What follows belongs to an exercise in optimizing a design on an open flow for small area and a short achievable clock period; a production flow would make more cautious choices. Only simulation tests tie the RTL to the original design; equivalence was not proved. Power figures rest on the tool's default switching activity, not on a simulated workload.

[constraint.sdc]
create_clock -name core_clock -period 11.0 [get_ports {system_clk}]
set_input_delay 2.2000 -clock core_clock [delete_from_list [all_inputs] [get_ports {system_clk}]]
set_output_delay 2.2000 -clock core_clock [all_outputs]
set_load 0.01 [all_outputs]
[design.v]
`timescale 1ns/1ps
package gm_pkg;
	localparam int PB_AW = 9;  
	localparam int PB_DW = 16;  
	localparam int PB_HALF = 256;  
	localparam int PLAYER_BLOCK = 64;  
	localparam int NUM_PLAYERS = 2;
	localparam int PLAYER_W = 2;  
	localparam int ROUND_WAIT = 200;  
	localparam int TIMER_W = 8;  
	localparam int DEST_W = 48;  
	localparam int OWN_W = 3;
	localparam logic [OWN_W-1:0] OWN_IDLE = 3'd0;
	localparam logic [OWN_W-1:0] OWN_TX = 3'd1;
	localparam logic [OWN_W-1:0] OWN_RX = 3'd2;
	localparam logic [OWN_W-1:0] OWN_PROC_READ = 3'd3;
	localparam logic [OWN_W-1:0] OWN_PROC_WRITE = 3'd4;
	localparam int ST_W = 4;
	localparam logic [ST_W-1:0] ST_RESET_TIMER = 4'd0;
	localparam logic [ST_W-1:0] ST_COUNTDOWN = 4'd1;
	localparam logic [ST_W-1:0] ST_INTERRUPT = 4'd2;
	localparam logic [ST_W-1:0] ST_INIT_SEND = 4'd3;
	localparam logic [ST_W-1:0] ST_READ_PB = 4'd4;
	localparam logic [ST_W-1:0] ST_SEND = 4'd5;
	localparam logic [ST_W-1:0] ST_WAIT_ACK = 4'd6;
	localparam logic [ST_W-1:0] ST_INIT_RECEIVE = 4'd7;
	localparam logic [ST_W-1:0] ST_RECEIVE_PACKETS = 4'd8;
	localparam logic [ST_W-1:0] ST_WAIT_UNTIL_LOW = 4'd9;
	localparam logic [ST_W-1:0] ST_RECEIVE_WRITE = 4'd10;
	localparam logic [ST_W-1:0] ST_NEXT_ADDRESS = 4'd11;
	localparam logic [ST_W-1:0] ST_TRANSMIT_PLAYERS = 4'd12;
	localparam logic [ST_W-1:0] ST_REQUEST_TX = 4'd13;
	localparam logic [ST_W-1:0] ST_TX_COMPLETE = 4'd14;
	localparam logic [ST_W-1:0] ST_TX_NEXT = 4'd15;
	localparam int RX_ST_W = 2;
	localparam logic [RX_ST_W-1:0] RX_NEXT = 2'd0;
	localparam logic [RX_ST_W-1:0] RX_WAIT = 2'd1;
	localparam logic [RX_ST_W-1:0] RX_START = 2'd2;
	localparam logic [RX_ST_W-1:0] RX_DO = 2'd3;
endpackage
`timescale 1ns/1ps
import gm_pkg::*;
module packet_buffer
	(
	input logic system_clk,
	input logic [PB_AW-1:0] address,  
	input logic [PB_DW-1:0] wdata,  
	input logic wren,  
	output logic [PB_DW-1:0] q  
	);
	logic [PB_DW-1:0] mem [0:(1 << PB_AW)-1];  
	logic [PB_AW-1:0] addr_q;  
	always_ff @(posedge system_clk)
	begin
		if (wren)
		begin
			mem[address] <= wdata;  
		end
		addr_q <= address;  
	end
	assign q = mem[addr_q];
endmodule
`timescale 1ns/1ps
import gm_pkg::*;
module buffer_arbiter
	(
	input logic system_clk,
	input logic rst_n,
	input logic transmitting,
	input logic rx_claim,
	input logic sending,
	input logic receiving,
	input logic [PB_AW-1:0] rx_address,  
	input logic [PB_DW-1:0] rx_wdata,
	input logic rx_wren,
	input logic [PB_AW-1:0] tx_address,  
	input logic [PB_AW-1:0] rd_address,  
	input logic [PB_AW-1:0] wr_address,  
	input logic [PB_DW-1:0] wr_wdata,
	input logic wr_wren,
	output logic [PB_AW-1:0] mem_address,  
	output logic [PB_DW-1:0] mem_wdata,
	output logic mem_wren
	);
	logic [OWN_W-1:0] owner;  
	always_ff @(posedge system_clk or negedge rst_n)
	begin
		if (!rst_n)
		begin
			owner <= OWN_IDLE;
		end
		else if (transmitting)
		begin
			owner <= OWN_TX;
		end
		else if (rx_claim)
		begin
			owner <= OWN_RX;  
		end
		else if (sending)
		begin
			owner <= OWN_PROC_READ;
		end
		else if (receiving)
		begin
			owner <= OWN_PROC_WRITE;
		end
	end
	always_comb
	begin
		mem_address = '0;  
		mem_wdata = '0;
		mem_wren = 1'b0;
		case (owner)
			OWN_TX:
			begin
				mem_address = tx_address;
			end
			OWN_RX:
			begin
				mem_address = rx_address;
				mem_wdata = rx_wdata;
				mem_wren = rx_wren;
			end
			OWN_PROC_READ:
			begin
				mem_address = rd_address;
			end
			OWN_PROC_WRITE:
			begin
				mem_address = wr_address;
				mem_wdata = wr_wdata;
				mem_wren = wr_wren;
			end
			default:
			begin
				mem_wren = 1'b0;  
			end
		endcase
	end
endmodule
`timescale 1ns/1ps
import gm_pkg::*;
module rx_admit
	(
	input logic system_clk,
	input logic rst_n,
	input logic rx_empty,
	input logic bus_free,
	input logic rx_waiting,
	output logic rx_claim,
	output logic move_packet
	);
	logic [RX_ST_W-1:0] state;
	assign rx_claim = !rx_empty && bus_free;
	always_ff @(posedge system_clk or negedge rst_n)
	begin
		if (!rst_n)
		begin
			state <= RX_START;
			move_packet <= 1'b0;
		end
		else
		begin
			case (state)
				RX_START:
				begin
					if (rx_claim)
					begin
						state <= RX_WAIT;
						move_packet <= 1'b1;  
					end
				end
				RX_WAIT:
				begin
					if (rx_waiting)
					begin
						state <= RX_DO;
						move_packet <= 1'b0;  
					end
				end
				RX_DO:
				begin
					state <= rx_waiting ? RX_DO : RX_NEXT;  
				end
				RX_NEXT:
				begin
					state <= rx_waiting ? RX_START : RX_NEXT;  
				end
			endcase
		end
	end
endmodule
`timescale 1ns/1ps
import gm_pkg::*;
module proc_exchange
	(
	input logic system_clk,
	input logic rst_n,
	input logic round_start,
	input logic rx_empty,
	input logic proc_ready,
	input logic proc_ack,
	input logic proc_data_ready,
	input logic proc_done,
	input logic tx_ready,
	input logic [PB_DW-1:0] proc_wdata,
	output logic bus_free,
	output logic sending,
	output logic receiving,
	output logic transmitting,
	output logic proc_request,
	output logic proc_valid,
	output logic proc_irq,
	output logic send_ship,
	output logic [PB_DW-1:0] proc_data,
	output logic [DEST_W-1:0] dest_address,
	output logic [PB_AW-1:0] player_base,
	output logic [PB_AW-1:0] rd_address,  
	input logic [PB_DW-1:0] rd_q,  
	output logic [PB_AW-1:0] wr_address,  
	output logic [PB_DW-1:0] wr_wdata,
	output logic wr_wren
	);
	logic [ST_W-1:0] state;
	logic [TIMER_W-1:0] timer;  
	logic [PB_AW-1:0] count;  
	logic [PB_AW-1:0] wr_addr;  
	logic wr_en;
	logic [PB_DW-1:0] wr_data;  
	logic [PLAYER_W-1:0] player;  
	assign rd_address = count;  
	assign wr_address = wr_addr;
	assign wr_wdata = wr_data;
	assign wr_wren = wr_en;
	always_ff @(posedge system_clk or negedge rst_n)
	begin
		if (!rst_n)
		begin
			state <= ST_RESET_TIMER;
			timer <= '0;
			count <= '0;
			wr_addr <= '0;
			wr_en <= 1'b0;
			player <= '0;
			bus_free <= 1'b1;
			sending <= 1'b0;
			receiving <= 1'b0;
			transmitting <= 1'b0;
			proc_request <= 1'b0;
			proc_valid <= 1'b0;
			proc_irq <= 1'b0;
			send_ship <= 1'b0;
		end
		else
		begin
			proc_irq <= 1'b0;  
			send_ship <= 1'b0;
			case (state)
				ST_RESET_TIMER:
				begin
					timer <= '0;
					bus_free <= 1'b1;  
					transmitting <= 1'b0;
					state <= round_start ? ST_COUNTDOWN : ST_RESET_TIMER;
				end
				ST_COUNTDOWN:
				begin
					if (timer != TIMER_W'(ROUND_WAIT))
					begin
						timer <= timer + 1'b1;  
					end
					count <= PB_AW'(PB_HALF);
					if (timer == TIMER_W'(ROUND_WAIT) && rx_empty)
					begin
						state <= ST_INTERRUPT;  
					end
				end
				ST_INTERRUPT:
				begin
					proc_irq <= 1'b1;
					proc_request <= 1'b1;
					bus_free <= 1'b0;  
					sending <= 1'b1;
					state <= ST_INIT_SEND;
				end
				ST_INIT_SEND:
				begin
					if (proc_ready)
					begin
						proc_request <= 1'b0;
						state <= ST_READ_PB;
					end
				end
				ST_READ_PB:
				begin
					state <= proc_ack ? ST_READ_PB : ST_SEND;  
				end
				ST_SEND:
				begin
					proc_valid <= 1'b1;  
					count <= count + 1'b1;
					state <= ST_WAIT_ACK;
				end
				ST_WAIT_ACK:
				begin
					if (proc_ack)
					begin
						proc_valid <= 1'b0;
						state <= (count == '0) ? ST_INIT_RECEIVE : ST_READ_PB;  
					end
				end
				ST_INIT_RECEIVE:
				begin
					sending <= 1'b0;
					receiving <= 1'b1;
					wr_addr <= '0;
					wr_en <= 1'b0;
					player <= '0;
					state <= ST_RECEIVE_PACKETS;
				end
				ST_RECEIVE_PACKETS:
				begin
					if (proc_done)
					begin
						state <= ST_TRANSMIT_PLAYERS;
					end
					else if (proc_data_ready)
					begin
						state <= ST_WAIT_UNTIL_LOW;
					end
				end
				ST_WAIT_UNTIL_LOW:
				begin
					state <= proc_data_ready ? ST_WAIT_UNTIL_LOW : ST_RECEIVE_WRITE;
				end
				ST_RECEIVE_WRITE:
				begin
					wr_en <= 1'b1;  
					state <= ST_NEXT_ADDRESS;
				end
				ST_NEXT_ADDRESS:
				begin
					wr_en <= 1'b0;
					wr_addr <= wr_addr + 1'b1;
					state <= ST_RECEIVE_PACKETS;
				end
				ST_TRANSMIT_PLAYERS:
				begin
					receiving <= 1'b0;
					transmitting <= 1'b1;
					if (tx_ready && transmitting)
					begin
						send_ship <= 1'b1;
						state <= ST_REQUEST_TX;
					end
				end
				ST_REQUEST_TX:
				begin
					state <= tx_ready ? ST_REQUEST_TX : ST_TX_COMPLETE;  
				end
				ST_TX_COMPLETE:
				begin
					state <= tx_ready ? ST_TX_NEXT : ST_TX_COMPLETE;  
				end
				ST_TX_NEXT:
				begin
					player <= player + 1'b1;
					if (player == PLAYER_W'(NUM_PLAYERS - 1))
					begin
						state <= ST_RESET_TIMER;
					end
					else
					begin
						state <= ST_TRANSMIT_PLAYERS;
					end
				end
			endcase
		end
	end
	always_ff @(posedge system_clk)
	begin
		if (state == ST_SEND)
		begin
			proc_data <= rd_q;  
		end
		if ((state == ST_RECEIVE_PACKETS || state == ST_WAIT_UNTIL_LOW) && proc_data_ready)
		begin
			wr_data <= proc_wdata;  
		end
		if (state == ST_TRANSMIT_PLAYERS)
		begin
			dest_address <= DEST_W'(player) + DEST_W'(1);  
			player_base <= PB_AW'(player) * PB_AW'(PLAYER_BLOCK);
		end
	end
endmodule
`timescale 1ns/1ps
import gm_pkg::*;
module gm_packet_hub
	(
	input logic system_clk,
	input logic rst_n,
	input logic round_start,
	input logic rx_empty,  
	input logic rx_waiting,
	input logic rx_wren,
	input logic proc_ready,
	input logic proc_ack,
	input logic proc_data_ready,
	input logic proc_done,
	input logic tx_ready,
	input logic [PB_AW-1:0] rx_address,
	input logic [PB_AW-1:0] tx_address,
	input logic [PB_DW-1:0] rx_data,
	input logic [PB_DW-1:0] proc_wdata,
	output logic move_packet,
	output logic send_ship,
	output logic proc_request,
	output logic proc_valid,
	output logic proc_irq,
	output logic [PB_DW-1:0] pb_q,
	output logic [PB_DW-1:0] proc_data,
	output logic [DEST_W-1:0] dest_address,
	output logic [PB_AW-1:0] player_base
	);
	logic bus_free;  
	logic sending;
	logic receiving;
	logic transmitting;
	logic rx_claim;
	logic [PB_AW-1:0] rd_address;  
	logic [PB_AW-1:0] wr_address;  
	logic [PB_DW-1:0] wr_wdata;
	logic wr_wren;
	logic [PB_AW-1:0] mem_address;  
	logic [PB_DW-1:0] mem_wdata;
	logic mem_wren;
	logic [PB_DW-1:0] mem_q;
	assign pb_q = mem_q;  
	packet_buffer u_packet_buffer (
		.system_clk (system_clk),
		.address (mem_address),
		.wdata (mem_wdata),
		.wren (mem_wren),
		.q (mem_q)
	);
	buffer_arbiter u_buffer_arbiter (
		.system_clk (system_clk),
		.rst_n (rst_n),
		.transmitting (transmitting),
		.rx_claim (rx_claim),
		.sending (sending),
		.receiving (receiving),
		.rx_address (rx_address),
		.rx_wdata (rx_data),
		.rx_wren (rx_wren),
		.tx_address (tx_address),
		.rd_address (rd_address),
		.wr_address (wr_address),
		.wr_wdata (wr_wdata),
		.wr_wren (wr_wren),
		.mem_address (mem_address),
		.mem_wdata (mem_wdata),
		.mem_wren (mem_wren)
	);
	rx_admit u_rx_admit (
		.system_clk (system_clk),
		.rst_n (rst_n),
		.rx_empty (rx_empty),
		.bus_free (bus_free),
		.rx_waiting (rx_waiting),
		.rx_claim (rx_claim),
		.move_packet (move_packet)
	);
	proc_exchange u_proc_exchange (
		.system_clk (system_clk),
		.rst_n (rst_n),
		.round_start (round_start),
		.rx_empty (rx_empty),
		.proc_ready (proc_ready),
		.proc_ack (proc_ack),
		.proc_data_ready (proc_data_ready),
		.proc_done (proc_done),
		.tx_ready (tx_ready),
		.proc_wdata (proc_wdata),
		.bus_free (bus_free),
		.sending (sending),
		.receiving (receiving),
		.transmitting (transmitting),
		.proc_request (proc_request),
		.proc_valid (proc_valid),
		.proc_irq (proc_irq),
		.send_ship (send_ship),
		.proc_data (proc_data),
		.dest_address (dest_address),
		.player_base (player_base),
		.rd_address (rd_address),
		.rd_q (mem_q),
		.wr_address (wr_address),
		.wr_wdata (wr_wdata),
		.wr_wren (wr_wren)
	);
endmodule
[config.mk]
export PLATFORM = sky130hd
export DESIGN_NAME = gm_packet_hub
export DESIGN_NICKNAME = gm_packet_hub
export VERILOG_FILES = /design/flow/design.v
export SDC_FILE = /design/flow/constraint.sdc
export NUM_CORES = 4
export LEC_CHECK = 0
export CAP_MARGIN = 20
export CORE_MARGIN = 2
export CORE_UTILIZATION = 35
export PLACE_DENSITY = 0.42
export SLEW_MARGIN = 20
export SYNTH_MEMORY_MAX_BITS = 16384
[run.sh]
#!/bin/bash
# synth_recipe.tcl (not shown) runs the flow's synth.tcl, then flattens the netlist and writes it again
# the make line also repeats each setting of config.mk as NAME=value (left out here)
make -C /OpenROAD-flow-scripts/flow DESIGN_CONFIG=/design/flow/config.mk WORK_HOME=/design/flow/orfs CLKGATE_MAP_FILE= SYNTH_SCRIPT=/design/flow/synth_recipe.tcl finish
==> run_results.csv, run 1 <==
group,metric,value,unit
sta,finClkSkew,59.3,ps
placed_design,place_congestion,0.812,
critical_path,critPathMaxFanout,76,
final_layout,area_growth_syn_to_layout,14.4,%
pwr,seqPwrFrac,0.490,
grt,grt_pass1_vias,166570,
sta,hold_viol,0,
pwr,vdd_drop_max,0.149,mV
synthesis,synth-async-reset-ratio,0.00567,
grt,grt_max_degree,162,
placed_design,place.port_buffers,102,
sta,tightest_slew,1340,ps
sta,fin_setup_tns,0,ps
drt,drt_first_pass_iters,5,
sta,fmax,0.0994,GHz
critical_path,cp.required,8800,ps
clock_network,cts_resized,0,
pwr,switchingPower,0.0172,W
clock_network,hold_buffers,0,
drt,dr_total_vias,167706,
drt,ant_nets,0,
outcome,status,"complete, no violations",
synthesis,synth_area_leaders,"edfxtp_1 76%, mux4_2 7.8%, mux2i_1 4.7%",
sta,slew_viol_final,0,
synthesis,synth_area_leader_cell,"edfxtp_1",
critical_path,worstSetupStartpointType,"flip-flop",
pwr,clkPwrFrac,0.413,
sta,setup_viol,0,
pwr,leakage,121,nW
synthesis,yosys_warnings,4,
sta,hold_slack,498,ps
clock_network,cts.htree.levels,6,
clock_network,cts.sinks,8285,
placed_design,dp_hpwl,684000,microns
sta,max_slew_margin,0.0852,
pwr,p_int,0.0530,W
synthesis,synth_area,324000,sq um
grt,overflow,0,
pwr,switching_share,0.245,
critical_path,cp_data_arrival_time,7860,ps
synthesis,synth_edf_count,8229,
grt,antenna_found_initial,76,
clock_network,cts_tree,"done",
critical_path,endpoint_kind,"primary output",
final_layout,fin_area,371000,sq um
die,core_area,924000,sq um
drt,drt_iter0_markers,18333,
synthesis,synth.distinct_cells,99,
clock_network,post-cts-setup-buffer-count,0,
drt,drt_wl_total,1110000,microns
clock_network,clock-root-buffer,"clkbuf_16",
synthesis,synth_cells,15919,
sta,min_period,10060,ps
flow_run,maxCapViolations,0,
drt,detail_route.wl_per_cell,37.1,microns
synthesis,synth-seq-cells,8285,
die,initial_core_util,0.351,
die,ios,155,
synthesis,synth_ff_type,"edfxtp_1",
die,die-area,934000,sq um
clock_network,cts_buffer_depth,5,
sta,rsz0062_at_grt,"false",
die,die_x,967,microns
die,die_h,967,microns
sta,post-route-period-util,0.915,
grt,grt_use_total,0.232,
placed_design,placed_cell_area,343000,sq um
final_layout,layout-drive-gt1-share,0.210,
synthesis,synth_seq_area_share,0.766,
clock_network,path_clk_slew,60,ps
drt,drc,0,
die,rows,353,
clock_network,cts_buffers,932,
synthesis,postSynthAreaPerCell,20.4,sq um
critical_path,crit_type,"flip-flop to primary output",
drt,viasPerCell,5.60,
pwr,combPwrFrac,0.097,
grt,grt_pass1_wl,1500000,microns
synthesis,yosysTopAreaCellShare,0.762,
pwr,power_density,189,nW/um^2
hold_path,hold_path_class,"flip-flop to flip-flop",
final_layout,nNetsFinal,17037,
clock_network,insertion_delay,1180,ps
-- per-layer routing --
layer | global-route usage | wire length (microns) | vias up
met3 | 0.0286 | 55700 | 1240
met4 | 0.0587 | 28400 | 8
met1 | 0.328 | 489000 | 92064
met5 | 0 | 61 | -
met2 | 0.382 | 538000 | 5442
li1 | - | - | 68952
-- power by group through the flow --
stage,clock network [W],registers (W),logic (W)
floorplan,0,0.0350,0.00407
global placement,0,0.0350,0.00687
detailed placement,0,0.0350,0.00687
CTS,0.0296,0.0344,0.00689
global route,0.0307,0.0344,0.00706
finish,0.0289,0.0344,0.00681
-- worst max-delay path, cell delays in order (launching register included) --
cell,delay [ps]
dfxtp_4,950
buf_12,300
buf_4,270
buf_12,480
mux4_1,800
o22ai_1,630
a22oi_1,530
nand3_1,200
nand4_1,800
and4b_1,800
clkdlybuf4s50_1,570
-- cell usage in the layout, fill, tap and decap left out, types with 199 or more instances in the layout --
cell,count
o22ai_1,401
a21oi_1,387
mux4_2,1130
edfxtp_1,8229
nor2_2,199
nand2_1,271
buf_4,876
nor2_1,470
clkbuf_16,938
o221ai_1,575
clkbuf_1,257
clkinv_1,236
mux2i_1,1534
-- registers in the layout, indices dropped and copies added, names as in the netlist, 2 cells and up, named ones only --
register / cells
u_proc_exchange.count: 9
u_proc_exchange.dest_address: 3
u_proc_exchange.wr_data: 16
u_rx_admit.state: 2
u_proc_exchange.proc_data: 16
u_packet_buffer.mem: 8192
u_proc_exchange.state: 4
u_proc_exchange.player_base: 2
u_proc_exchange.player: 2
u_proc_exchange.timer: 8
u_proc_exchange.wr_addr: 9
u_buffer_arbiter.owner: 3
-- synthesized netlist by cell type (all sizes together) (81+ instances only) --
cell / number
a22oi: 132
a21oi: 391
edfxtp: 8229
clkbuf: 419
mux4: 1307
o22ai: 403
o21ai: 200
buf: 616
nand3: 117
nor3: 183
a31oi: 81
mux2i: 1534
nand2: 295
nor2: 714
o221ai: 585
-- layout make-up --
class,count,area (sq um)
fill,82243,552000
antenna,44,110
clock buffer,1198,24500
tap,12247,15300
multi-input combinational,6617,69700
timing repair buffer,1096,9920
clock inverter,441,3030
inverter,32,141
sequential,8285,248000
-- final timing paths --
kind	startpoint	endpoint	slack, ps	depth (start not counted)
worst max-delay path	flip-flop	pb_q[12]	940	10
worst min-delay path	u_proc_exchange.sending$_DFFE_PN0P_	u_buffer_arbiter.owner[2]$_DFFE_PN0P_	500	1
worst max register to register	flip-flop	u_proc_exchange.proc_data[12]$_DFFE_PP_	4510	9
worst min register to register	u_proc_exchange.sending$_DFFE_PN0P_	u_buffer_arbiter.owner[2]$_DFFE_PN0P_	500	1
max in group asynchronous	rst_n	u_proc_exchange.timer[2]$_DFFE_PN0P_	9380	2
min in group asynchronous	rst_n	u_rx_admit.state[0]$_DFFE_PN0P_	1170	2
-- cell families (layout without fill, tap and decap cells) --
| kind of cell | Yosys count | after routing | synth area share |
|---|---|---|---|
| AOI/OAI and AO/OA | 2096 | 2096 | 0.0454 |
| xor gates and xnor gates | 9 | 9 | 0.000243 |
| adders and majority gates | 12 | 12 | 0.000463 |
| buffers and inverters | 1068 | 2767 | 0.0244 |
| DFF | 8285 | 8285 | 0.766 |
| muxes | 2880 | 2880 | 0.142 |
| other | 1 | 96 | 0.0000116 |
| and+or+nand+nor | 1568 | 1568 | 0.0218 |
-- per-stage QoR --
step,setup WS [ps],util,cells,total power (W)
after global placement,2000,0.372,28262,0.0419
after CTS,1020,0.402,29913,0.0708
after floorplan,839,-,15970,0.0390
final,939,0.402,29960,0.0701
after detailed placement,2300,0.372,28274,0.0419
after global routing,1050,0.402,29923,0.0722
==> run 2, diff against run 1 <==
--- a/design.v
+++ b/design.v
@@ -40,6 +40,49 @@
 endpackage
 `timescale 1ns/1ps
 import gm_pkg::*;
+module pb_word
+	(
+	input logic system_clk,
+	input logic we,
+	input logic [PB_DW-1:0] d,
+	output logic [PB_DW-1:0] q
+	);
+	always_ff @(posedge system_clk)
+	begin
+		if (we)
+		begin
+			q <= d;
+		end
+	end
+endmodule
+module pb_rd2
+	(
+	input logic s0_n,
+	input logic s1_n,
+	input logic m0,
+	input logic m1,
+	output logic y
+	);
+	assign y = ~((m0 | s0_n) & (m1 | s1_n));
+endmodule
+module pb_nand4
+	(
+	input logic a,
+	input logic b,
+	input logic c,
+	input logic d,
+	output logic y
+	);
+	assign y = ~(a & b & c & d);
+endmodule
+module pb_nor2
+	(
+	input logic a,
+	input logic b,
+	output logic y
+	);
+	assign y = ~(a | b);
+endmodule
 module packet_buffer
 	(
 	input logic system_clk,
@@ -48,17 +91,110 @@
 	input logic wren,  
 	output logic [PB_DW-1:0] q  
 	);
-	logic [PB_DW-1:0] mem [0:(1 << PB_AW)-1];  
-	logic [PB_AW-1:0] addr_q;  
-	always_ff @(posedge system_clk)
+	localparam int NW = 1 << PB_AW;
+	logic [PB_AW-1:0] pa;
+	logic [PB_DW-1:0] pd;
+	logic pe;
+	logic [PB_DW-1:0] q_r;
+	logic [7:0] r_lo, r_mid, r_hi;  
+	logic [7:0] w_lo, w_mid, w_hi;  
+	always_comb
 	begin
-		if (wren)
+		for (int k = 0; k < 8; k++)
 		begin
-			mem[address] <= wdata;  
+			r_lo[k] = (address[2:0] == 3'(k));
+			r_mid[k] = (address[5:3] == 3'(k));
+			r_hi[k] = (address[8:6] == 3'(k));
+			w_lo[k] = pe && (pa[2:0] == 3'(k));
+			w_mid[k] = (pa[5:3] == 3'(k));
+			w_hi[k] = (pa[8:6] == 3'(k));
 		end
-		addr_q <= address;  
 	end
-	assign q = mem[addr_q];
+	logic [NW-1:0] we;  
+	logic [NW-1:0] rs_n;  
+	logic [PB_DW-1:0] m [0:NW-1];  
+	logic [PB_DW-1:0] l1 [0:NW/2-1];  
+	logic [PB_DW-1:0] l2 [0:NW/4-1];  
+	logic [PB_DW-1:0] l3 [0:NW/16-1];  
+	logic [PB_DW-1:0] l4 [0:NW/32-1];  
+	logic [PB_DW-1:0] l5 [0:NW/128-1];  
+	genvar i, b;
+	generate
+		for (i = 0; i < NW; i++)
+		begin : g_w
+			assign we[i] = w_lo[i % 8] && w_mid[(i / 8) % 8] && w_hi[i / 64];
+			assign rs_n[i] = !(r_lo[i % 8] && r_mid[(i / 8) % 8] && r_hi[i / 64]);
+			pb_word u_word (
+				.system_clk (system_clk),
+				.we (we[i]),
+				.d (pd),
+				.q (m[i])
+			);
+		end
+		for (b = 0; b < PB_DW; b++)
+		begin : g_bit
+			for (i = 0; i < NW / 2; i++)
+			begin : g_l1
+				pb_rd2 u_rd (
+					.s0_n (rs_n[2 * i]),
+					.s1_n (rs_n[2 * i + 1]),
+					.m0 (m[2 * i][b]),
+					.m1 (m[2 * i + 1][b]),
+					.y (l1[i][b])
+				);
+			end
+			for (i = 0; i < NW / 4; i++)
+			begin : g_l2
+				pb_nor2 u_nor (
+					.a (l1[2 * i][b]),
+					.b (l1[2 * i + 1][b]),
+					.y (l2[i][b])
+				);
+			end
+			for (i = 0; i < NW / 16; i++)
+			begin : g_l3
+				pb_nand4 u_nand (
+					.a (l2[4 * i][b]),
+					.b (l2[4 * i + 1][b]),
+					.c (l2[4 * i + 2][b]),
+					.d (l2[4 * i + 3][b]),
+					.y (l3[i][b])
+				);
+			end
+			for (i = 0; i < NW / 32; i++)
+			begin : g_l4
+				pb_nor2 u_nor (
+					.a (l3[2 * i][b]),
+					.b (l3[2 * i + 1][b]),
+					.y (l4[i][b])
+				);
+			end
+			for (i = 0; i < NW / 128; i++)
+			begin : g_l5
+				pb_nand4 u_nand (
+					.a (l4[4 * i][b]),
+					.b (l4[4 * i + 1][b]),
+					.c (l4[4 * i + 2][b]),
+					.d (l4[4 * i + 3][b]),
+					.y (l5[i][b])
+				);
+			end
+		end
+	endgenerate
+	logic [PB_DW-1:0] rd;  
+	assign rd = ~(l5[0] | l5[1] | l5[2] | l5[3]);
+	logic hit;
+	logic [PB_DW-1:0] fd;
+	assign hit = wren || (pe && (pa == address));
+	assign fd = wren ? wdata : pd;
+	always_ff @(posedge system_clk)
+	begin
+		pa <= address;
+		pd <= wdata;
+		pe <= wren;
+		q_r <= hit ? fd : rd;
+	end
+	assign q = q_r;
 endmodule
 `timescale 1ns/1ps
 import gm_pkg::*;
@@ -82,62 +218,28 @@
 	output logic [PB_DW-1:0] mem_wdata,
 	output logic mem_wren
 	);
-	logic [OWN_W-1:0] owner;  
+	logic own_tx, own_rx, own_rd, own_wr;  
 	always_ff @(posedge system_clk or negedge rst_n)
 	begin
 		if (!rst_n)
 		begin
-			owner <= OWN_IDLE;
-		end
-		else if (transmitting)
-		begin
-			owner <= OWN_TX;
-		end
-		else if (rx_claim)
-		begin
-			owner <= OWN_RX;  
-		end
-		else if (sending)
-		begin
-			owner <= OWN_PROC_READ;
-		end
-		else if (receiving)
-		begin
-			owner <= OWN_PROC_WRITE;
+			own_tx <= 1'b0;
+			own_rx <= 1'b0;
+			own_rd <= 1'b0;
+			own_wr <= 1'b0;
+		end
+		else if (transmitting || rx_claim || sending || receiving)
+		begin
+			own_tx <= transmitting;
+			own_rx <= !transmitting && rx_claim;
+			own_rd <= !transmitting && !rx_claim && sending;
+			own_wr <= !transmitting && !rx_claim && !sending;
 		end
 	end
-	always_comb
-	begin
-		mem_address = '0;  
-		mem_wdata = '0;
-		mem_wren = 1'b0;
-		case (owner)
-			OWN_TX:
-			begin
-				mem_address = tx_address;
-			end
-			OWN_RX:
-			begin
-				mem_address = rx_address;
-				mem_wdata = rx_wdata;
-				mem_wren = rx_wren;
-			end
-			OWN_PROC_READ:
-			begin
-				mem_address = rd_address;
-			end
-			OWN_PROC_WRITE:
-			begin
-				mem_address = wr_address;
-				mem_wdata = wr_wdata;
-				mem_wren = wr_wren;
-			end
-			default:
-			begin
-				mem_wren = 1'b0;  
-			end
-		endcase
-	end
+	assign mem_address = ({PB_AW{own_tx}} & tx_address) | ({PB_AW{own_rx}} & rx_address)
+		| ({PB_AW{own_rd}} & rd_address) | ({PB_AW{own_wr}} & wr_address);
+	assign mem_wdata = ({PB_DW{own_rx}} & rx_wdata) | ({PB_DW{own_wr}} & wr_wdata);
+	assign mem_wren = (own_rx && rx_wren) || (own_wr && wr_wren);
 endmodule
 `timescale 1ns/1ps
 import gm_pkg::*;
==> flow/run.sh (new file) <==
#!/bin/bash
# Standard synthesis, then the standard ORFS layout steps with a larger
# setup repair margin, so that timing repair keeps working past the 11 ns
# clock. Each step's full output goes to its own log in the work folder.
set -euo pipefail
bash standard.sh synth > synth.log 2>&1
bash standard.sh SETUP_SLACK_MARGIN=7.5 finish > layout.log 2>&1
==> standard.sh (new file) <==
#!/bin/bash
# synth_recipe.tcl (not shown) runs the flow's synth.tcl, then flattens the netlist and writes it again
# the make line also repeats each setting of config.mk as NAME=value (left out here)
make -C /OpenROAD-flow-scripts/flow DESIGN_CONFIG=/design/flow/config.mk WORK_HOME=/design/flow/orfs CLKGATE_MAP_FILE= SYNTH_SCRIPT=/design/flow/synth_recipe.tcl "${@:-finish}"
--- a/config.mk
+++ b/config.mk
@@ -7,7 +7,10 @@
 export LEC_CHECK = 0
 export CAP_MARGIN = 20
 export CORE_MARGIN = 2
-export CORE_UTILIZATION = 35
-export PLACE_DENSITY = 0.42
+export CORE_UTILIZATION = 55
+export PLACE_DENSITY = 0.62
+export SETUP_SLACK_MARGIN = 5
 export SLEW_MARGIN = 20
+export SYNTH_HIERARCHICAL = 1
 export SYNTH_MEMORY_MAX_BITS = 16384
+export TNS_END_PERCENT = 100
removed: run.sh
==> run 2 against run 1 <==
Against the previous run: maximum frequency grew 79%; largest power group unchanged; design area shrank 5.3%; power shrank 7.7%; count of clock-buffer cells in the layout shrank 170; critical path type is now primary input to flip-flop; global-route usage grew 13 points; wire length shrank 9.5%; via count grew 11%; sequential share of layout area grew 4.0 points; highest routed layer unchanged; synthesized cell count grew 7.4%; sequential power grew 3%; critical path depth grew 6.
==> run_results.csv, run 2 <==
group,metric,value,unit
final_layout,fin_area,351000,sq um
final_layout,largest_reg_flops,8192,
final_layout,nNetsFinal,19495,
drt,detail_route.wl_per_cell,36.7,microns
sta,max_slew_margin,0.118,
die,ios,155,
final_layout,largest_register,"u_packet_buffer.g_w.u_word.q",
final_layout,final_common_cell,"edfxtp_1",
synthesis,synth_cells,17091,
die,die-area,543000,sq um
flow_run,maxCapViolations,0,
sta,min_period,5630,ps
synthesis,synth_edf_count,8229,
die,initial_core_util,0.551,
pwr,power_density,184,nW/um^2
critical_path,worstSetupStartpointType,"primary input",
placed_design,placed_cell_area,311000,sq um
outcome,status,"complete, no violations",
critical_path,max_stage_delay,850,ps
final_layout,fin_util,0.656,
drt,viasPerCell,6.79,
final_layout,area_growth_syn_to_layout,19.0,%
pwr,vdd_drop_max,0.185,mV
grt,grt_use_total,0.361,
die,die_h,737,microns
final_layout,layout-drive-gt1-share,0.190,
synthesis,synthTopCellsByCount,"8229 x edfxtp_1, 4097 x o22ai_1, 2915 x nor2_1, 628 x nand2_1, 603 x nand4_1",
clock_network,cts_buffers,802,
sta,setup_viol,0,
critical_path,critPathMaxFanout,16,
sta,fmax,0.178,GHz
die,rows,269,
pwr,leakage,115,nW
placed_design,dp_hpwl,606000,microns
sta,slew_viol_final,0,
synthesis,synth_area,295000,sq um
sta,fin_ws,5370,ps
critical_path,cp_cell_sequence,"buf_6 > a22oi_2 > nand2_4 > or3b_4 > nor2_4 > buf_4 > buf_12 > nand2_4 > o22ai_1 > nor2_1 > nand4_1 > nor2_1 > nand4_1 > nor4_2 > nand2b_1 > o211ai_1",
synthesis,yosysTopAreaCellShare,0.837,
synthesis,synth-seq-cells,8319,
sta,rsz0062_at_grt,"true",
critical_path,worst-path-buf-inv,3,
sta,tightest_slew,1320,ps
drt,drc,0,
clock_network,cts_buffer_depth,4,
critical_path,crit_type,"primary input to flip-flop",
clock_network,clock-root-buffer,"clkbuf_16",
synthesis,postSynthAreaPerCell,17.3,sq um
grt,antenna_found_initial,77,
synthesis,synth_area_leaders,"edfxtp_1 84%, o22ai_1 8.7%, nor2_1 3.7%",
clock_network,hold_buffers,0,
critical_path,cp_data_arrival_time,6690,ps
sta,post-route-period-util,0.512,
clock_network,cts.htree.levels,6,
synthesis,synth_seq_area_share,0.844,
synthesis,synth_ff_type,"edfxtp_1",
final_layout,final_cell_mix,"8229 x edfxtp_1, 4026 x o22ai_1, 2478 x nor2_1",
placed_design,post-place-ws,2090,ps
drt,drt_wl_total,1010000,microns
placed_design,place.port_buffers,102,
critical_path,cp.required,12060,ps
sta,hold_viol,0,
die,core_area,536000,sq um
drt,drt_first_pass_iters,7,
synthesis,yosysMostFrequentCell,"edfxtp_1",
grt,grt_pass1_vias,170366,
clock_network,cts_tree,"done",
synthesis,synth_area_leader_cell,"edfxtp_1",
hold_path,hold_path_class,"flip-flop to flip-flop",
clock_network,cts.sinks,8319,
grt,grt_max_degree,177,
synthesis,yosys_warnings,17,
drt,dr_total_vias,185856,
grt,grt_pass1_wl,1360000,microns
clock_network,insertion_delay,1180,ps
critical_path,critPathTopFamily,"simple AND/OR/NAND/NOR gates",
grt,overflow,0,
critical_path,cp_slowest_cell,"nand4_1",
synthesis,synth.distinct_cells,75,
critical_path,endpoint_kind,"flip-flop",
clock_network,path_clk_slew,60,ps
die,die_x,737,microns
drt,drt_iter0_markers,31432,
drt,ant_nets,0,
sta,finClkSkew,86.3,ps
placed_design,place_congestion,0.962,
sta,fin_setup_tns,0,ps
synthesis,synth-async-reset-ratio,0.00577,
[run 2: changes by cell type after synthesis, moves of 168 or more]
| cell | previous run | this run |
|---|---|---|
| nand2_1 | 294 | 628 |
| clkbuf_1 | 368 | 118 |
| o21ai_0 | 196 | 28 |
| nor2_1 | 714 | 2915 |
| mux4_1 | 177 | 0 |
| a21oi_1 | 391 | 12 |
| nand4_1 | 62 | 603 |
| nor3_1 | 180 | 6 |
| o22ai_1 | 403 | 4097 |
| mux2i_1 | 1534 | 4 |
| o221ai_1 | 575 | 1 |
| mux4_2 | 1130 | 0 |
| buf_6 | 183 | 2 |
[run 2: area by class of cell]
cell class | count | area [sq um]
flip-flops and latches | 8319 | 249000
fillers | 36609 | 184000
multi-input cells | 8601 | 51900
clock buffers | 1028 | 21100
repair buffers | 1678 | 16200
well taps | 7181 | 8980
clock inverters | 446 | 3610
diodes | 86 | 215
inverters | 21 | 78.8
[run 2: logic make-up after synthesis]
kind of cell,Yosys count,share of synthesized area
AO/OA/AOI/OAI,4219,0.0899
buffers and inverters,231,0.00381
flip-flops,8319,0.844
multiplexers,4,0.000136
adder cells (fa/ha/maj),12,0.000500
XOR/XNOR,14,0.000415
other,1,0.0000127
AND/OR/NAND/NOR,4291,0.0614
[run 2: worst paths after layout]
path,end,startpoint,depth (start not counted),slack [ps]
hold reg to reg,u_proc_exchange.proc_data[5]$_DFFE_PP_,u_packet_buffer.q_r[5]$_DFF_P_,0,430
setup / recovery,u_packet_buffer.q_r[6]$_DFF_P_,tx_address[3],16,5370
setup reg to reg,u_packet_buffer.q_r[9]$_DFF_P_,u_buffer_arbiter.own_rx$_DFFE_PN0P_,19,5660
max in group asynchronous,u_buffer_arbiter.own_wr$_DFFE_PN0P_,rst_n,2,9220
min in group asynchronous,u_rx_admit.move_packet$_DFFE_PN0P_,rst_n,2,1130
hold / removal,u_proc_exchange.proc_data[5]$_DFFE_PP_,u_packet_buffer.q_r[5]$_DFF_P_,0,430
[run 2: repair_timing]
action	in CTS	in global routing
gates resized for setup	1606	309
cloned	24	6
pin swaps	386	215
setup endpoints to repair	861	776
setup buffers	706	146
[run 2: report_power, final]
part | switching [W] | leakage (nW) | internal (W) | total [W]
registers | 0.000244 | 77.2 | 0.0350 | 0.0353
clock network | 0.0118 | 12.0 | 0.0145 | 0.0263
logic | 0.00241 | 25.8 | 0.000808 | 0.00322
[run 2: layer usage]
layer,part of all wire,vias up,global-route usage
li1,-,75194,-
met1,0.35,94899,0.485
met5,0.00069,-,0
met2,0.44,13302,0.522
met3,0.14,2415,0.107
met4,0.074,46,0.226
[run 2: metrics by stage]
step                hold slack, ps  cells  power, W
floorplan                      455  17142    0.0368
global placement               447  24902    0.0383
detailed placement             440  24917    0.0384
CTS                            430  27121    0.0646
global route                   431  27294    0.0660
finish                         433  27360    0.0647
[run 2: per-module statistics from Yosys (local to each module, per instance), excerpt]
module,times used,cells inside,area (sq um)
packet_buffer,1,1504,6870
proc_exchange,1,329,3760
buffer_arbiter,1,66,517
pb_word,512,16,480
rx_admit,1,24,224
pb_nand4,576,1,6.26
pb_rd2,4096,1,6.26
pb_nor2,2304,1,3.75
==> run 3, diff against run 2 <==
==> run.sh (new file) <==
#!/bin/bash
# synth_recipe.tcl (not shown) runs the flow's synth.tcl, then flattens the netlist and writes it again
# the make line also repeats each setting of config.mk as NAME=value (left out here)
make -C /OpenROAD-flow-scripts/flow DESIGN_CONFIG=/design/flow/config.mk WORK_HOME=/design/flow/orfs CLKGATE_MAP_FILE= SYNTH_SCRIPT=/design/flow/synth_recipe.tcl finish
--- a/config.mk
+++ b/config.mk
@@ -7,8 +7,8 @@
 export LEC_CHECK = 0
 export CAP_MARGIN = 20
 export CORE_MARGIN = 2
-export CORE_UTILIZATION = 55
-export PLACE_DENSITY = 0.62
+export CORE_UTILIZATION = 35
+export PLACE_DENSITY = 0.42
 export SETUP_SLACK_MARGIN = 5
 export SLEW_MARGIN = 20
 export SYNTH_HIERARCHICAL = 1
removed: flow/run.sh
removed: standard.sh
==> run 3 against run 2 <==
Against the previous run: die area is 57% higher; final cell count is 14% higher; clock power is 8.4% higher; wire length is 9.9% higher.
==> run_results.csv, run 3 <==
group,metric,value,unit
outcome,status,"complete, no violations",
sta,hold_viol,0,
sta,fin_setup_tns,0,ps
drt,detail_route.wl_per_cell,35.5,microns
grt,grt_use_total,0.250,
sta,fmax,0.154,GHz
flow_run,maxCapViolations,0,
clock_network,clock-root-buffer,"clkbuf_16",
grt,grt_max_degree,153,
clock_network,insertion_delay,1240,ps
placed_design,place_congestion,0.852,
final_layout,fin_util,0.418,
synthesis,synth_cells,17091,
final_layout,final_cell_mix,"8229 x edfxtp_1, 4094 x o22ai_1, 2647 x nor2_1",
pwr,p_int,0.0517,W
critical_path,cp.required,12110,ps
clock_network,cts.htree.levels,6,
synthesis,synth_area_leaders,"edfxtp_1 84%, o22ai_1 8.7%, nor2_1 3.7%",
synthesis,yosys_warnings,17,
drt,ant_nets,0,
sta,min_period,6480,ps
final_layout,final_common_cell,"edfxtp_1",
drt,drt_wl_total,1100000,microns
synthesis,yosysMostFrequentCell,"edfxtp_1",
sta,hold_slack,488,ps
die,rows,337,
die,ios,155,
critical_path,crit_type,"primary input to flip-flop",
final_layout,nNetsFinal,19172,
synthesis,postSynthAreaPerCell,17.3,sq um
critical_path,worstSetupStartpointType,"primary input",
final_layout,largest_register,"u_packet_buffer.g_w.u_word.q",
sta,fin_ws,4520,ps
grt,overflow,0,
synthesis,synth-async-reset-ratio,0.00577,
pwr,leakage,113,nW
grt,antenna_found_initial,81,
final_layout,layout-drive-gt1-share,0.159,
hold_path,hold_path_class,"flip-flop to flip-flop",
clock_network,hold_buffers,0,
pwr,vdd_drop_max,0.174,mV
synthesis,synthTopCellsByCount,"8229 x edfxtp_1, 4097 x o22ai_1, 2915 x nor2_1, 628 x nand2_1, 603 x nand4_1",
sta,setup_viol,0,
drt,drc,0,
die,core_area,841000,sq um
clock_network,cts_buffers,875,
pwr,power_density,190,nW/um^2
final_layout,n_fill_cell,75730,
placed_design,post-place-ws,1530,ps
sta,finClkSkew,123,ps
grt,grt_pass1_vias,170228,
sta,post-route-period-util,0.589,
pwr,switchingPower,0.0152,W
placed_design,placed_cell_area,319000,sq um
critical_path,cp_data_arrival_time,7580,ps
synthesis,synth-seq-cells,8319,
drt,viasPerCell,5.69,
sta,slew_viol_final,0,
die,die_x,922,microns
clock_network,path_clk_slew,60,ps
placed_design,dp_hpwl,711000,microns
sta,tightest_slew,1310,ps
grt,grt_pass1_wl,1480000,microns
sta,rsz0062_at_grt,"true",
die,die-area,851000,sq um
drt,drt_iter0_markers,20163,
synthesis,yosysTopAreaCellShare,0.837,
clock_network,cts_buffer_depth,4,
die,initial_core_util,0.351,
drt,drt_first_pass_iters,8,
synthesis,synth.distinct_cells,75,
critical_path,critPathMaxFanout,48,
clock_network,cts_tree,"done",
synthesis,synth_edf_count,8229,
clock_network,cts.sinks,8319,
pwr,switching_share,0.227,
critical_path,endpoint_kind,"flip-flop",
pwr,clkPwrFrac,0.426,
synthesis,synth_seq_area_share,0.844,
synthesis,synth_ff_type,"edfxtp_1",
sta,max_slew_margin,0.125,
synthesis,synth_area_leader_cell,"edfxtp_1",
synthesis,synth_area,295000,sq um
pwr,seqPwrFrac,0.528,
placed_design,place.port_buffers,102,
die,die_h,922,microns
final_layout,largest_reg_flops,8192,
pwr,combPwrFrac,0.046,
drt,dr_total_vias,176972,
final_layout,area_growth_syn_to_layout,19.1,%
final_layout,fin_area,352000,sq um
run 3: per-layer routing:
metal	wire length (microns)	vias up	global-route usage
met4	48500	32	0.0965
met5	228	-	0.000898
li1	-	74576	-
met1	464000	94003	0.344
met2	513000	6839	0.398
met3	79100	1522	0.0460
run 3: per-module statistics from Yosys, one instance, submodules excluded, a selection:
module          copies in the design  cell area, sq um  cells inside
pb_rd2                          4096              6.26             1
packet_buffer                      1              6870          1504
pb_nor2                         2304              3.75             1
proc_exchange                      1              3760           329
buffer_arbiter                     1               517            66
pb_word                          512               480            16
rx_admit                           1               224            24
pb_nand4                         576              6.26             1
run 3: area by class of cell:
class / count / area (sq um) / area share
well taps: 11187 / 14000 / 0.0398
inverters: 21 / 78.8 / 0.000224
diodes: 49 / 123 / 0.000349
multi-input cells: 8596 / 49000 / 0.139
flip-flops and latches: 8319 / 249000 / 0.709
clock buffers: 1117 / 23000 / 0.0654
repair buffers: 1287 / 11900 / 0.0339
clock inverters: 511 / 4270 / 0.0122
run 3: timing repair:
item	CTS	global route
gates resized for setup	643	265
pin swaps	126	129
cloned	4	4
endpoints found under the hold margin	0	0
setup buffers	114	102
endpoints found under the setup margin	16	15
run 3: cell families after synthesis:
family,count (synthesis),synth area share
DFF,8319,0.844
buffers and inverters,231,0.00381
xor gates and xnor gates,14,0.000415
adders and majority gates,12,0.000500
muxes,4,0.000136
AOI/OAI and AO/OA,4219,0.0899
and+or+nand+nor,4291,0.0614
other,1,0.0000127
run 3: power groups by stage:
stage / logic, W / clock network (W) / registers (W)
after global placement: 0.00267 / 0 / 0.0360
after global routing: 0.00312 / 0.0302 / 0.0353
final: 0.00307 / 0.0285 / 0.0353
after detailed placement: 0.00275 / 0 / 0.0360
after floorplan: 0.000746 / 0 / 0.0361
after CTS: 0.00295 / 0.0290 / 0.0353
run 3: worst paths after layout:
kind                                                          start                                       end  slack [ps]  cells after the start
hold / removal             u_proc_exchange.proc_request$_DFFE_PN0P_  u_proc_exchange.proc_request$_DFFE_PN0P_         490                      1
min in group asynchronous                                     rst_n  u_proc_exchange.proc_request$_DFFE_PN0P_        1110                      2
setup / recovery                                      tx_address[6]           u_packet_buffer.q_r[11]$_DFF_P_        4520                     15
setup reg to reg                u_buffer_arbiter.own_wr$_DFFE_PN0P_           u_packet_buffer.q_r[11]$_DFF_P_        4990                     16
max in group asynchronous                                     rst_n       u_buffer_arbiter.own_wr$_DFFE_PN0P_        9410                      2
hold reg to reg            u_proc_exchange.proc_request$_DFFE_PN0P_  u_proc_exchange.proc_request$_DFFE_PN0P_         490                      1
run 3: worst max-delay path: stages:
cell and delay (ps):
clkdlybuf4s50_1 420, a22oi_2 300, nand2_4 230, and3_4 280
buf_12 170, nand2_2 450, buf_4 330, o22ai_1 130
nor2_1 200, nand4_1 220, nor2_1 140, nand4_1 900
nor4_4 750, nand2b_1 260, o211ai_2 210
run 3: stage by stage:
step                      total power [W]  cells
after detailed placement           0.0387  29182
final                              0.0669  31087
after global routing               0.0686  31044
after CTS                          0.0673  30928
after floorplan                    0.0369  17142
after global placement             0.0387  29141
==> run 4, diff against run 3 <==
--- a/design.v
+++ b/design.v
@@ -92,12 +92,9 @@
 	output logic [PB_DW-1:0] q  
 	);
 	localparam int NW = 1 << PB_AW;
-	logic [PB_AW-1:0] pa;
+	logic [7:0] w_lo, w_mid, w_hi;
 	logic [PB_DW-1:0] pd;
-	logic pe;
-	logic [PB_DW-1:0] q_r;
-	logic [7:0] r_lo, r_mid, r_hi;  
-	logic [7:0] w_lo, w_mid, w_hi;  
+	logic [7:0] r_lo, r_mid, r_hi;
 	always_comb
 	begin
 		for (int k = 0; k < 8; k++)
@@ -105,9 +102,6 @@
 			r_lo[k] = (address[2:0] == 3'(k));
 			r_mid[k] = (address[5:3] == 3'(k));
 			r_hi[k] = (address[8:6] == 3'(k));
-			w_lo[k] = pe && (pa[2:0] == 3'(k));
-			w_mid[k] = (pa[5:3] == 3'(k));
-			w_hi[k] = (pa[8:6] == 3'(k));
 		end
 	end
 	logic [NW-1:0] we;  
@@ -181,20 +175,24 @@
 			end
 		end
 	endgenerate
-	logic [PB_DW-1:0] rd;  
-	assign rd = ~(l5[0] | l5[1] | l5[2] | l5[3]);
 	logic hit;
 	logic [PB_DW-1:0] fd;
-	assign hit = wren || (pe && (pa == address));
+	assign hit = wren || (|(w_lo & r_lo) && |(w_mid & r_mid) && |(w_hi & r_hi));
 	assign fd = wren ? wdata : pd;
+	logic [PB_DW-1:0] part_r [0:3];
 	always_ff @(posedge system_clk)
 	begin
-		pa <= address;
+		w_lo <= wren ? r_lo : '0;
+		w_mid <= r_mid;
+		w_hi <= r_hi;
 		pd <= wdata;
-		pe <= wren;
-		q_r <= hit ? fd : rd;
+		part_r[0] <= hit ? ~fd : l5[0];
+		for (int j = 1; j < 4; j++)
+		begin
+			part_r[j] <= hit ? '0 : l5[j];
+		end
 	end
-	assign q = q_r;
+	assign q = ~(part_r[0] | part_r[1] | part_r[2] | part_r[3]);
 endmodule
 `timescale 1ns/1ps
 import gm_pkg::*;
==> flow/run.sh (new file) <==
#!/bin/bash
# Standard synthesis, then the standard ORFS layout steps with: a larger
# setup repair margin (timing repair keeps working past the 11 ns clock,
# aiming at a period near what the design can reach), resizing not held to
# the same cell footprint, buf_4 as the port buffers, and clock tree sink
# clusters of at most 22 sinks within 60 um with no dummy loads. Each
# step's full output goes to its own log in the work folder.
set -euo pipefail
bash standard.sh synth > synth.log 2>&1
bash standard.sh SETUP_SLACK_MARGIN=6.9 MATCH_CELL_FOOTPRINT=0 \
	"BUFFER_PORTS_ARGS=-buffer_cell sky130_fd_sc_hd__buf_4" \
	"CTS_ARGS=-sink_clustering_enable -repair_clock_nets -sink_clustering_size 22 -sink_clustering_max_diameter 60 -dont_use_dummy_load" \
	finish > layout.log 2>&1
==> standard.sh (new file) <==
#!/bin/bash
# synth_recipe.tcl (not shown) runs the flow's synth.tcl, then flattens the netlist and writes it again
# the make line also repeats each setting of config.mk as NAME=value (left out here)
make -C /OpenROAD-flow-scripts/flow DESIGN_CONFIG=/design/flow/config.mk WORK_HOME=/design/flow/orfs CLKGATE_MAP_FILE= SYNTH_SCRIPT=/design/flow/synth_recipe.tcl "${@:-finish}"
--- a/config.mk
+++ b/config.mk
@@ -7,10 +7,10 @@
 export LEC_CHECK = 0
 export CAP_MARGIN = 20
 export CORE_MARGIN = 2
-export CORE_UTILIZATION = 35
-export PLACE_DENSITY = 0.42
+export CORE_UTILIZATION = 60
+export PLACE_DENSITY = 0.68
 export SETUP_SLACK_MARGIN = 5
 export SLEW_MARGIN = 20
 export SYNTH_HIERARCHICAL = 1
 export SYNTH_MEMORY_MAX_BITS = 16384
-export TNS_END_PERCENT = 100
+export TNS_END_PERCENT = 50
removed: run.sh
==> run 4 against run 3 <==
Against the previous run: still clean on timing, DRC and antenna; synthesized cell count grew 0.73%; power shrank 13%; clock power shrank 35%; first-iteration DRC count grew 75%; hold slack lost 2.6 ps; highest routed layer unchanged.
==> run_results.csv, run 4 <==
group,metric,value,unit
outcome,status,"complete, no violations",
pwr,combPwrFrac,0.061,
clock_network,insertion_delay,1130,ps
grt,antenna_found_initial,55,
pwr,leakage,112,nW
die,die_h,709,microns
critical_path,critPathMaxFanout,16,
sta,setup_viol,0,
die,rows,258,
drt,drt_first_pass_iters,7,
hold_path,min_from,"u_proc_exchange.proc_request$_DFFE_PN0P_",
final_layout,nNetsFinal,18473,
sta,fmax,0.224,GHz
critical_path,crit_type,"primary input to flip-flop",
critical_path,reg2regPathDepth,15,
final_layout,largest_reg_flops,8192,
sta,rsz0062_at_grt,"true",
critical_path,rr_endpoint,"u_packet_buffer.part_r[0][14]$_DFF_P_",
pwr,seqPwrFrac,0.620,
sta,tightest_slew,1270,ps
grt,grt_max_degree,166,
synthesis,synth_edf_count,8229,
critical_path,max_stage_delay,320,ps
pwr,power_density,171,nW/um^2
placed_design,place.port_buffers,102,
synthesis,synth.distinct_cells,76,
final_layout,final_common_cell,"edfxtp_1",
pwr,switching_share,0.224,
die,die-area,502000,sq um
sta,slew_viol_final,0,
placed_design,dp_hpwl,568000,microns
grt,overflow,0,
synthesis,synth_area_leaders,"edfxtp_1 83%, o22ai_1 8.6%, nor2_1 3.0%",
sta,max_slew_margin,0.155,
drt,ant_nets,0,
hold_path,holdPathStages,1,
drt,drt_iter0_markers,35257,
sta,hold_viol,0,
synthesis,synth_ff_type,"edfxtp_1",
clock_network,cts_tree,"done",
critical_path,rrSetupSlack,6770,ps
clock_network,clock-root-buffer,"clkbuf_16",
synthesis,yosys_warnings,19,
final_layout,layout-drive-gt1-share,0.147,
critical_path,cp_data_arrival_time,5440,ps
drt,drt_wl_total,975000,microns
die,core_area,494000,sq um
clock_network,cts.htree.levels,6,
final_layout,fin_util,0.685,
critical_path,cp_cell_sequence,"buf_4 > a22oi_2 > nand2_4 > buf_4 > nor3_2 > clkbuf_16 > clkbuf_16 > buf_16 > nand2_8 > o22ai_1 > nor2_1 > nand4_1 > nor2_2 > nand4_1 > o21ai_0 > a22oi_1",
sta,hold_slack,485,ps
critical_path,cp.required,11970,ps
synthesis,synth_seq_area_share,0.840,
grt,grt_pass1_vias,165638,
clock_network,cts_buffers,543,
die,initial_core_util,0.603,
sta,min_period,4470,ps
die,die_x,709,microns
hold_path,min_to,"u_proc_exchange.proc_request$_DFFE_PN0P_",
grt,grt_pass1_wl,1300000,microns
placed_design,post-place-ws,3770,ps
sta,fin_ws,6530,ps
drt,drc,0,
flow_run,maxCapViolations,0,
clock_network,path_clk_slew,80,ps
final_layout,n_fill_cell,31162,
final_layout,largest_register,"u_packet_buffer.g_w.u_word.q",
drt,detail_route.wl_per_cell,38.7,microns
placed_design,place_congestion,0.928,
final_layout,area_growth_syn_to_layout,13.6,%
sta,finClkSkew,84.9,ps
critical_path,worstSetupStartpointType,"primary input",
synthesis,postSynthAreaPerCell,17.3,sq um
pwr,vdd_drop_max,0.202,mV
sta,post-route-period-util,0.406,
pwr,switchingPower,0.0130,W
synthesis,yosysTopAreaCellShare,0.829,
synthesis,synth_area,298000,sq um
clock_network,cts_buffer_depth,4,
synthesis,synth_area_leader_cell,"edfxtp_1",
synthesis,synth-async-reset-ratio,0.00573,
clock_network,hold_buffers,0,
synthesis,synth-seq-cells,8381,
pwr,clkPwrFrac,0.319,
pwr,p_int,0.0450,W
grt,grt_use_total,0.373,
synthesis,yosysMostFrequentCell,"edfxtp_1",
critical_path,endpoint_kind,"flip-flop",
synthesis,synth_cells,17215,
synthesis,synthTopCellsByCount,"8229 x edfxtp_1, 4097 x o22ai_1, 2404 x nor2_1, 588 x nand4_1, 547 x nand2_1",
final_layout,reg.largest.list,"u_packet_buffer.g_w.u_word.q (8192), u_packet_buffer.part_r (64)",
sta,fin_setup_tns,0,ps
clock_network,cts.sinks,8381,
drt,viasPerCell,7.34,
critical_path,r2r-start,"u_buffer_arbiter.own_rx$_DFFE_PN0P_",
final_layout,final_cell_mix,"8229 x edfxtp_1, 3994 x o22ai_1, 1933 x nor2_1",
drt,dr_total_vias,184547,
critical_path,cp_slowest_cell,"nand4_1",
die,ios,155,
hold_path,hold_path_class,"flip-flop to flip-flop",
[run 4: cell types whose count changed after synthesis, sizes merged, moves of 13 or more]
cell / delta
nor2: -511
and3: +509
clkbuf: +126
nand2: -81
dfxtp: +62
and2: +47
a22oi: +17
o21ai: +16
o31a: +16
nand4: -15
o211ai: -15
nand2b: -14
buf: -13
[run 4: per-stage QoR]
stage          total power (W)  area, sq um  cells
6_report                0.0580       338000  25158
3_5_place_dp            0.0389       309000  23894
2_1_floorplan           0.0371       298000  17266
5_1_grt                 0.0590       338000  25063
3_3_place_gp            0.0389       308000  23885
4_1_cts                 0.0574       332000  24760
[run 4: layout make-up]
cell class | count | area (sq um) | share of cell area
sequential | 8381 | 251000 | 0.741
multi-input combinational | 8566 | 55700 | 0.164
clock buffer | 543 | 13600 | 0.0402
timing repair buffer | 878 | 9750 | 0.0288
tap | 6630 | 8300 | 0.0245
antenna | 129 | 323 | 0.000954
inverter | 31 | 124 | 0.000366
[run 4: worst max path at each step]
| stage | startpoint | end | slack (ps) | cells past startpoint |
|---|---|---|---|---|
| final | tx_address[6] | u_packet_buffer.part_r[0][13]$_DFF_P_ | 6530 | 16 |
| after CTS | u_packet_buffer.part_r[2][1]$_SDFF_PP0_ | pb_q[1] | 6630 | 2 |
| after detailed placement | tx_address[3] | u_packet_buffer.part_r[0][15]$_DFF_P_ | 3770 | 13 |
| after global routing | tx_address[1] | u_packet_buffer.part_r[0][9]$_DFF_P_ | 6640 | 19 |
| after floorplan | tx_address[0] | u_packet_buffer.part_r[0][0]$_DFF_P_ | 6510 | 14 |
| after global placement | tx_address[5] | u_packet_buffer.part_r[0][0]$_DFF_P_ | 3620 | 14 |
[run 4: routing by layer]
metal / vias up / track usage / wire (microns) / part of all wire
met5: - / 0 / 194 / 0.00020
met2: 15438 / 0.549 / 434000 / 0.44
met1: 93474 / 0.511 / 327000 / 0.34
met3: 2622 / 0.101 / 146000 / 0.15
li1: 72997 / - / - / -
met4: 16 / 0.209 / 68000 / 0.070
[run 4: modules after synthesis (local to each module, per instance), excerpt]
| module | cell area, sq um | cells | flip-flops and latches | copies in the design |
|---|---|---|---|---|
| rx_admit | 224 | 24 | 3 | 1 |
| proc_exchange | 3760 | 329 | 78 | 1 |
| buffer_arbiter | 517 | 66 | 4 | 1 |
| pb_rd2 | 6.26 | 1 | 0 | 4096 |
| packet_buffer | 9610 | 1628 | 104 | 1 |
| pb_nand4 | 6.26 | 1 | 0 | 576 |
[run 4: critical path: cells and delay by family]
family / cells / cell delay (ps)
buffers and inverters: 5 / 1040
and+or+nand+nor: 7 / 1310
AOI/OAI and AO/OA: 4 / 800
[run 4: cell families after synthesis]
logic type	after synthesis	share of synthesized area
DFF	8381	0.840
AOI/OAI and AO/OA	4258	0.0899
xor gates and xnor gates	5	0.000147
and+or+nand+nor	4190	0.0634
adders and majority gates	12	0.000495
buffers and inverters	354	0.00531
muxes	14	0.000512
other	1	0.0000126
[run 4: power by group through the flow]
stage / Sequential, W / Clock [W] / Combinational (W)
final: 0.0360 / 0.0185 / 0.00352
after global routing: 0.0359 / 0.0196 / 0.00353
after CTS: 0.0359 / 0.0185 / 0.00305
after detailed placement: 0.0366 / 0 / 0.00238
after global placement: 0.0366 / 0 / 0.00233
after floorplan: 0.0363 / 0 / 0.000806
[run 4: repair_timing]
action / CTS / global route
cloned: 40 / 29
setup buffers: 283 / 237
pin swaps: 188 / 298
setup endpoints to repair: 80 / 80
resized for setup: 1619 / 683
==> run 5, diff against run 4 <==
--- a/flow/run.sh
+++ b/flow/run.sh
@@ -7,7 +7,7 @@
 # step's full output goes to its own log in the work folder.
 set -euo pipefail
 bash standard.sh synth > synth.log 2>&1
-bash standard.sh SETUP_SLACK_MARGIN=6.9 MATCH_CELL_FOOTPRINT=0 \
+bash standard.sh SETUP_SLACK_MARGIN=6.75 MATCH_CELL_FOOTPRINT=0 \
 	"BUFFER_PORTS_ARGS=-buffer_cell sky130_fd_sc_hd__buf_4" \
 	"CTS_ARGS=-sink_clustering_enable -repair_clock_nets -sink_clustering_size 22 -sink_clustering_max_diameter 60 -dont_use_dummy_load" \
 	finish > layout.log 2>&1
==> run 5 against run 4 <==
Against the previous run: via count shrank 1.9%; register-to-register slack got worse by 70 ps; sequential power barely moved; wire length fell by 2.8%; combinational power down 11%; critical endpoint is now u_packet_buffer.part_r[1][15]$_SDFF_PP0_; power is 0.80% lower; sequential share of layout area up 1.5 points; clock skew up 4.9 ps; non-clock buffer count is 289 lower; highest routed layer unchanged; hold slack about the same.
==> run_results.csv, run 5 <==
group,metric,value,unit
drt,ant_nets,0,
critical_path,worstSetupStartpointType,"primary input",
die,core_area,494000,sq um
synthesis,synth_compound_gate_area_share,0.0899,
outcome,status,"complete, no violations",
final_layout,final_cell_mix,"8229 x edfxtp_1, 4088 x o22ai_1, 2061 x nor2_1",
synthesis,synth_area_leaders,"edfxtp_1 83%, o22ai_1 8.6%, nor2_1 3.0%",
synthesis,synthTopCellsByCount,"8229 x edfxtp_1, 4097 x o22ai_1, 2404 x nor2_1, 588 x nand4_1, 547 x nand2_1",
synthesis,yosysTopAreaCellShare,0.829,
critical_path,cp_cell_sequence,"buf_4 > a22oi_2 > buf_4 > nand2_4 > buf_4 > nand2_4 > buf_12 > nor2_4 > buf_12 > nand2_4 > o22ai_1 > nor2_1 > nand4_1 > nor2_4 > nand4_1 > and2_1",
die,die-area,502000,sq um
final_layout,nNetsFinal,18160,
sta,slew_viol_final,0,
sta,fin_setup_tns,0,ps
placed_design,place.port_buffers,102,
die,rows,258,
critical_path,worst-path-buf-inv,5,
grt,overflow,0,
synthesis,synth_mux_area_frac,0.000512,
clock_network,path_clk_slew,80,ps
synthesis,postSynthAreaPerCell,17.3,sq um
final_layout,multiInputGateArea,52700,sq um
synthesis,synth-seq-cells,8381,
critical_path,critPathMaxFanout,16,
sta,hold_slack,485,ps
flow_run,maxCapViolations,0,
critical_path,cp_data_arrival_time,5470,ps
pwr,vdd_drop_max,0.199,mV
final_layout,seqCellArea,251000,sq um
die,ios,155,
pwr,leakage,109,nW
die,initial_core_util,0.603,
drt,dr_total_vias,180983,
sta,tightest_slew,1300,ps
synthesis,synth_seq_area_share,0.840,
final_layout,largest_reg_flops,8192,
synthesis,synth.distinct_cells,76,
drt,detail_route.wl_per_cell,38.2,microns
clock_network,cts.sinks,8381,
final_layout,final_common_cell,"edfxtp_1",
synthesis,synth_edf_count,8229,
critical_path,cp.required,11960,ps
grt,grt_max_degree,166,
critical_path,critPathTopFamily,"simple AND/OR/NAND/NOR gates",
critical_path,max_stage_delay,470,ps
clock_network,cts_buffer_depth,4,
critical_path,crit_type,"primary input to flip-flop",
final_layout,n_fill_cell,32025,
clock_network,clock-root-buffer,"clkbuf_16",
synthesis,synth_area_leader_cell,"edfxtp_1",
grt,antenna_found_initial,59,
pwr,power_density,173,nW/um^2
clock_network,cts_buffers,543,
drt,drt_wl_total,948000,microns
clock_network,cts.htree.levels,6,
final_layout,largest_register,"u_packet_buffer.g_w.u_word.q",
synthesis,synthSimpleGateAreaFrac,0.0634,
sta,setup_viol,0,
clock_network,cts_tree,"done",
clock_network,insertion_delay,1120,ps
sta,max_slew_margin,0.133,
grt,grt_use_total,0.366,
grt,grt_pass1_vias,163941,
sta,post-route-period-util,0.410,
placed_design,dp_hpwl,568000,microns
hold_path,hold_path_class,"flip-flop to flip-flop",
drt,viasPerCell,7.29,
sta,finClkSkew,89.9,ps
synthesis,synth_top_family_by_area,"compound AO/OA/AOI/OAI gates",
grt,grt_pass1_wl,1280000,microns
critical_path,endpoint_kind,"flip-flop",
placed_design,place_congestion,0.928,
final_layout,layout-drive-gt1-share,0.120,
synthesis,synth_area,298000,sq um
synthesis,synth_cells,17215,
die,die_h,709,microns
die,die_x,709,microns
drt,drc,0,
synthesis,synth_fa_ha_area_frac,0.000495,
final_layout,reg.largest.list,"u_packet_buffer.g_w.u_word.q (8192), u_packet_buffer.part_r (64)",
final_layout,area_growth_syn_to_layout,11.4,%
critical_path,cp_slowest_cell,"nand4_1",
drt,drt_first_pass_iters,9,
synthesis,synth-async-reset-ratio,0.00573,
sta,rsz0062_at_grt,"true",
drt,drt_iter0_markers,34300,
clock_network,hold_buffers,0,
sta,min_period,4510,ps
sta,hold_viol,0,
sta,fmax,0.222,GHz
synthesis,synthXorXnorAreaFrac,0.000147,
synthesis,yosys_warnings,19,
synthesis,synth_ff_type,"edfxtp_1",
synthesis,yosysMostFrequentCell,"edfxtp_1",
[run 5: layout make-up]
cell class / count / area share
Clock buffer: 543 / 0.0409
Antenna cell: 109 / 0.000822
Tap cell: 6630 / 0.0250
Inverter: 31 / 0.000358
Timing Repair Buffer: 589 / 0.0187
Sequential cell: 8381 / 0.755
Multi-Input combinational cell: 8542 / 0.159
[run 5: layer usage]
layer | vias up | global-route usage | wire length (microns)
met2 | 14330 | 0.541 | 424000
met5 | - | 0.000769 | 189
li1 | 72318 | - | -
met3 | 2291 | 0.0976 | 136000
met1 | 92018 | 0.503 | 326000
met4 | 26 | 0.201 | 62300
[run 5: worst register-to-register path: cells and delay by family (launching register included)]
family	cells	cell delay (ps)
and+or+nand+nor	9	2210
AOI/OAI and AO/OA	2	740
buffers and inverters	4	910
DFF	1	350
[run 5: report_power, final]
group / internal (W) / switching (W) / total (W)
logic: 0.000802 / 0.00232 / 0.00312
clock network: 0.00874 / 0.00972 / 0.0185
registers: 0.0353 / 0.000676 / 0.0359
total: 0.0448 / 0.0127 / 0.0575
[run 5: cells by family (layout without fill, tap and decap cells)]
group / after synthesis / count (layout)
DFF: 8381 / 8381
AOI/OAI and AO/OA: 4258 / 4259
and+or+nand+nor: 4190 / 4200
buffers and inverters: 354 / 1163
muxes: 14 / 14
adders and majority gates: 12 / 12
xor gates and xnor gates: 5 / 5
other: 1 / 161
[run 5: Yosys stat by module (local to each module, per instance), a selection]
module | flip-flops and latches | copies in the design | cell area, sq um | cells
pb_nand4 | 0 | 576 | 6.26 | 1
packet_buffer | 104 | 1 | 9610 | 1628
pb_nor2 | 0 | 2304 | 3.75 | 1
pb_rd2 | 0 | 4096 | 6.26 | 1
buffer_arbiter | 4 | 1 | 517 | 66
rx_admit | 3 | 1 | 224 | 24
pb_word | 16 | 512 | 480 | 16
proc_exchange | 78 | 1 | 3760 | 329
[run 5: path summary, 6_finish.rpt]
check                                                               from                                  endpoint  slack (ps)  cells after the start
worst max-delay path                                       tx_address[0]  u_packet_buffer.part_r[1][15]$_SDFF_PP0_        6490                     16
min in group asynchronous                                          rst_n     u_proc_exchange.player[0]$_DFFE_PN0P_        1140                      1
worst max register to register       u_buffer_arbiter.own_wr$_DFFE_PN0P_  u_packet_buffer.part_r[1][15]$_SDFF_PP0_        6700                     15
worst min-delay path            u_proc_exchange.proc_request$_DFFE_PN0P_  u_proc_exchange.proc_request$_DFFE_PN0P_         480                      1
max in group asynchronous                                          rst_n       u_buffer_arbiter.own_rx$_DFFE_PN0P_        9400                      1
worst min register to register  u_proc_exchange.proc_request$_DFFE_PN0P_  u_proc_exchange.proc_request$_DFFE_PN0P_         480                      1
[run 5: timing repair]
item,in CTS,in global routing
cloned,17,14
pin swaps,129,95
setup endpoints to repair,80,80
buffers inserted,164,81
gates resized for setup,1341,322
[run 5: stage by stage]
step	setup WS [ps]	std cells	total power [W]	cell area, sq um	utilization
4_1_cts	6630	24618	0.0572	329000	0.666
6_report	6490	24825	0.0575	332000	0.671
3_3_place_gp	3620	23885	0.0389	308000	0.624
2_1_floorplan	6510	17266	0.0371	298000	-
5_1_grt	6630	24741	0.0586	332000	0.671
3_5_place_dp	3770	23894	0.0389	309000	0.624

Re-timed with assumed drivers on the ports (clkbuf_16 on the clock, buf_2 on other inputs), run 5 has 6.503 ns of setup slack against 6.495 ns with ideal ports, and 5.399 ns once port delays also move by the mid clock arrival of 1.193 ns.
